This is an optimization exercise on Yosys and OpenROAD, whose aim is a short achievable clock period and few clock cycles, not a production implementation. The RTL was checked by simulation tests, not by an equivalence proof against the original design.

red:
## l1dTop
module l1dTop #(
    parameter int         indexBits = 4,
    parameter logic [4:0] sourceId  = 5'd1
) (
    input  wire                                  clk,
    input  wire                                  rst_n,
    input  wire                                  reqValid,
    input  wire                                  reqWrite,
    input  wire  [l1dPkg::wordBits-1:0]          reqAddr,
    input  wire  [l1dPkg::wordBits-1:0]          reqWdata,
    output logic                                 respValid,
    output logic [l1dPkg::wordBits-1:0]          respRdata,
    output logic                                 respError,
    output logic                                 busy,
    output logic                                 aValid,
    input  wire                                  aReady,
    output logic [l1dPkg::wordBits-1:0]          aAddress,
    output logic [2:0]                           aOpcode,
    output logic [3:0]                           aSize,
    output logic [3:0]                           aMask,
    output logic [l1dPkg::wordBits-1:0]          aData,
    output logic [2:0]                           aParam,
    output logic [4:0]                           aSource,
    output logic                                 aCorrupt,
    input  wire                                  dValid,
    output logic                                 dReady,
    input  wire  [2:0]                           dOpcode,
    input  wire  [l1dPkg::wordBits-1:0]          dData,
    input  wire  [1:0]                           dParam,
    input  wire  [4:0]                           dSource,
    input  wire  [1:0]                           dSink,
    input  wire                                  dDenied,
    input  wire                                  dCorrupt,
    input  wire  [3:0]                           dSize
);
For scale: roughly 140000 µm² of cells after synthesis.
==> flow/config.mk <==
export PLATFORM = sky130hd
export DESIGN_NAME = l1dTop
export DESIGN_NICKNAME = l1dTop
export VERILOG_FILES = /design/flow/design.v
export SDC_FILE = /design/flow/constraint.sdc
export NUM_CORES = 4
export LEC_CHECK = 0
export CAP_MARGIN = 20
export CORE_MARGIN = 2
export CORE_UTILIZATION = 40
export SETUP_SLACK_MARGIN = 2.3
export SLEW_MARGIN = 20
export TNS_END_PERCENT = 100
==> flow/constraint.sdc <==
create_clock -name core_clock -period 4.5 [get_ports {clk}]
set_input_delay 0.9000 -clock core_clock [delete_from_list [all_inputs] [get_ports {clk}]]
set_output_delay 0.9000 -clock core_clock [all_outputs]
set_load 0.01 [all_outputs]
standard.sh (not shown) runs the stock make flow with config.mk's settings and CLKGATE_MAP_FILE= SYNTH_SCRIPT=/design/flow/synth_recipe.tcl, a recipe that flattens the netlist after the stock synthesis.
==> flow/flow/run.sh <==
#!/bin/bash
# Layout flow: the standard flow (standard synthesis, then ORFS from floorplan to finish),
# except that the port buffers are plain sky130_fd_sc_hd__buf_4 cells instead of the delay
# cells buffer_ports picks by default, which the resizer then leaves slow on every port path.
set -euo pipefail
bash standard.sh synth > synth.log 2>&1
bash standard.sh BUFFER_PORTS_ARGS="-buffer_cell sky130_fd_sc_hd__buf_4" finish > layout.log 2>&1
Testbench counts of red, summed over its fixed seeds: cycles 13,055.
What blue does differently from red at the input level:
diff --git a/flow/design.v b/flow/design.v
--- a/flow/design.v
+++ b/flow/design.v
@@ -112,22 +112,21 @@
     logic                 accept;
     logic                 stay;                          
     logic                 go;
     logic                 lHit;
     logic                 lMiss;
     logic [indexBits-1:0] rIdx;
     logic [tagBits-1:0]   rTag;
     logic [lines-1:0]     inMatch;
     logic ready;                                         
     assign accept = reqValid && ready;
-    logic                 bGo;                           
-    assign go     = bGo;
+    assign go     = bValid && !bConf;
     assign stay   = bValid && bConf;
     assign lHit   = go && bHit;
     assign lMiss  = go && !bHit;
     logic [lines-1:0]     rSel;
     assign rIdx = reqAddr[indexBits+1:2];
     assign rTag = reqAddr[wb-1:indexBits+2];
     always_comb
         for (int i = 0; i < lines; i++)
             rSel[i] = (rIdx == i);
     always_comb
@@ -181,41 +180,41 @@
     logic          confIn;
     logic          confB;
     logic          bValidNext;
     logic          bConfNext;
     assign pSame = go && (bIdx == rIdx);
     always_comb
     begin
         inHit  = |(inMatch & rSel);
         inVVal = validQ[rIdx];
         inVDty = dirtyQ[rIdx] || (pSame && bWrite);
-        inVTag = tagQ[rIdx];
+        inVTag = ~tagNS[rIdx];
         inData = dataQ[rIdx];
         if (fValid && fWrData && fSel[rIdx])
             inData = fData;
     end
     logic               rdVVal;
     logic               rdVDty;
     logic [tagBits-1:0] rdVTag;
     logic [wb-1:0]      rdData;
     always_comb
     begin
         rdVVal = 1'b0;
         rdVDty = 1'b0;
         rdVTag = '0;
         rdData = '0;
         for (int i = 0; i < lines; i++)
             if (bSel[i])
             begin
                 rdVVal = rdVVal | validQ[i];
                 rdVDty = rdVDty | dirtyQ[i];
-                rdVTag = rdVTag | tagQ[i];
+                rdVTag = rdVTag | ~tagNS[i];
                 rdData = rdData | dataQ[i];
             end
     end
     assign confIn = (pendQ[rIdx] && !settle[rIdx] && !(fValid && !fFault && fSel[rIdx]))
                     || (lMiss && bIdx == rIdx);
     assign confB  = |(pendQ & ~settle & bSel);
     always_comb
     begin
         if (stay)
         begin
@@ -227,31 +226,29 @@
             bValidNext = accept;
             bConfNext  = confIn;
         end
     end
     always_ff @(posedge clk or negedge rst_n)
     begin
         if (!rst_n)
         begin
             bValid    <= 1'b0;
             bConf     <= 1'b0;
-            bGo       <= 1'b0;
             bRedoRead <= 1'b0;
             bRedoCmp  <= 1'b0;
             bFix      <= 1'b0;
         end
         else
         begin
             bFix      <= !stay && lMiss && (bIdx == rIdx);
             bValid    <= bValidNext;
             bConf     <= bConfNext;
-            bGo       <= bValidNext && !bConfNext;
             if (stay)
             begin
                 bRedoRead <= !bRedoRead && !bRedoCmp && fValid && fFault && |(fSel & bSel);
                 bRedoCmp  <= bRedoRead;
             end
             else
             begin
                 bRedoRead <= fValid && fFault && fSel[rIdx];
                 bRedoCmp  <= 1'b0;
             end
@@ -261,69 +258,48 @@
     begin
         if (!stay)
         begin
             bWrite <= reqWrite;
             bIdx   <= rIdx;
             bTag   <= rTag;
             bWdata <= reqWdata;
             for (int e = 0; e < qLen; e++)
                 bRob[e] <= (rTail == e);
             bSel   <= rSel;
+            bHit   <= inHit;
             bTagEqP <= (rTag == bTag);
             bPTag   <= bTag;
             bPWrite <= bWrite;
             bPWdata <= bWdata;
             bPFwd   <= pSame && bWrite;
             bVVal  <= inVVal;
             bVDty  <= inVDty;
             bVTag  <= inVTag;
+            bData  <= inData;
         end
         else if (bRedoRead)
         begin
             bVVal  <= rdVVal;
             bVDty  <= rdVDty;
             bVTag  <= rdVTag;
+            bData  <= rdData;
             bPFwd  <= 1'b0;
         end
         else if (bFix)
         begin
+            bHit   <= bTagEqP;
             bVVal  <= 1'b1;
             bVTag  <= bPTag;
             bVDty  <= bPWrite;
         end
-    end
-    logic          bHitNS;
-    logic          bHitN;
-    logic [wb-1:0] bDataNS;
-    logic [wb-1:0] bDataN;
-    always_comb
-    begin
-        bHitN  = !bHitNS;
-        bDataN = ~bDataNS;
-        if (!stay)
-        begin
-            bHitN  = inHit;
-            bDataN = inData;
-        end
-        else if (bRedoRead)
-            bDataN = rdData;
-        else if (bFix)
-            bHitN  = bTagEqP;
         else if (bRedoCmp)
-            bHitN  = bVVal && (bVTag == bTag);
-    end
-    always_ff @(posedge clk)
-    begin
-        bHit    <= bHitN;
-        bHitNS  <= !bHitN;
-        bData   <= bDataN;
-        bDataNS <= ~bDataN;
+            bHit   <= bVVal && (bVTag == bTag);
     end
     logic          bFwd;                               
     logic [wb-1:0] lineData;
     logic [lines-1:0] nextSel;
     assign nextSel  = stay ? bSel : rSel;
     assign lineData = bFwd ? fData : bPFwd ? bPWdata : bData;
     always_ff @(posedge clk or negedge rst_n)
     begin
         if (!rst_n)
             bFwd <= 1'b0;
Findings:
Total clock buffers created by CTS was lower in blue than in red. blue ended up with a lower count of state elements after synthesis than red did. Delta (blue minus red): initial cell density of the core level, number of buffers inserted by port buffering level, weighted congestion reported at the end of routability-driven placement moved down, total cell area at the placement stage moved down, async set or reset register ratio after synthesis level. Compared with red, blue shows a post-synthesis sequential area ratio that is 0.49 points higher. Between red and blue, the post-synthesis compound-gate area fraction is higher for blue. blue vs. red: number of resized instances in the post-cts repair step went up by 0.85%. Changes observed in blue relative to red: post-synthesis instance total shows a reduction of 525, synthesized area shows a reduction of 1.6%, number of distinct standard cells referenced by the synthesized netlist shows a reduction of 6. blue is listed as incomplete: the tool reported an error in global routing (5_1_grt) and the run ended there.
Testbench counts of blue, summed over its fixed seeds: cycles 13,055.

==> afterwards: timing with drivers on the ports <==
Ports are ideal in the flow. The routed layout listed here was re-timed in OpenROAD. Step 1 (the two cells are an assumption about what drives the block):
set clk [get_ports {clk}]
set_driving_cell -lib_cell sky130_fd_sc_hd__clkbuf_16 $clk
set_driving_cell -lib_cell sky130_fd_sc_hd__buf_2 [delete_from_list [all_inputs] $clk]
Step 2 adds t to the input delays and takes it off the output delays; t is the mean of the earliest and latest rising clock arrival at the registers after step 1. Input paths then give back, and output paths get back, about the clock's delay inside the block. a / b / c = ideal ports / drivers / drivers and shift; a / b = the first two.
run: red
shift t [ns]: 1.068
slack for setup (ns): 2.004 / 1.946 / 0.957
hold slack, ns: 0.064 / -0.019 / 0.345
clock arrival spread, ns: 0.055 / 0.054
pins driven straight from the clock port: 1
After both steps red still meets setup and hold. The setup slack of red moves by -0.058 ns with the drivers and by -1.047 ns with both steps.
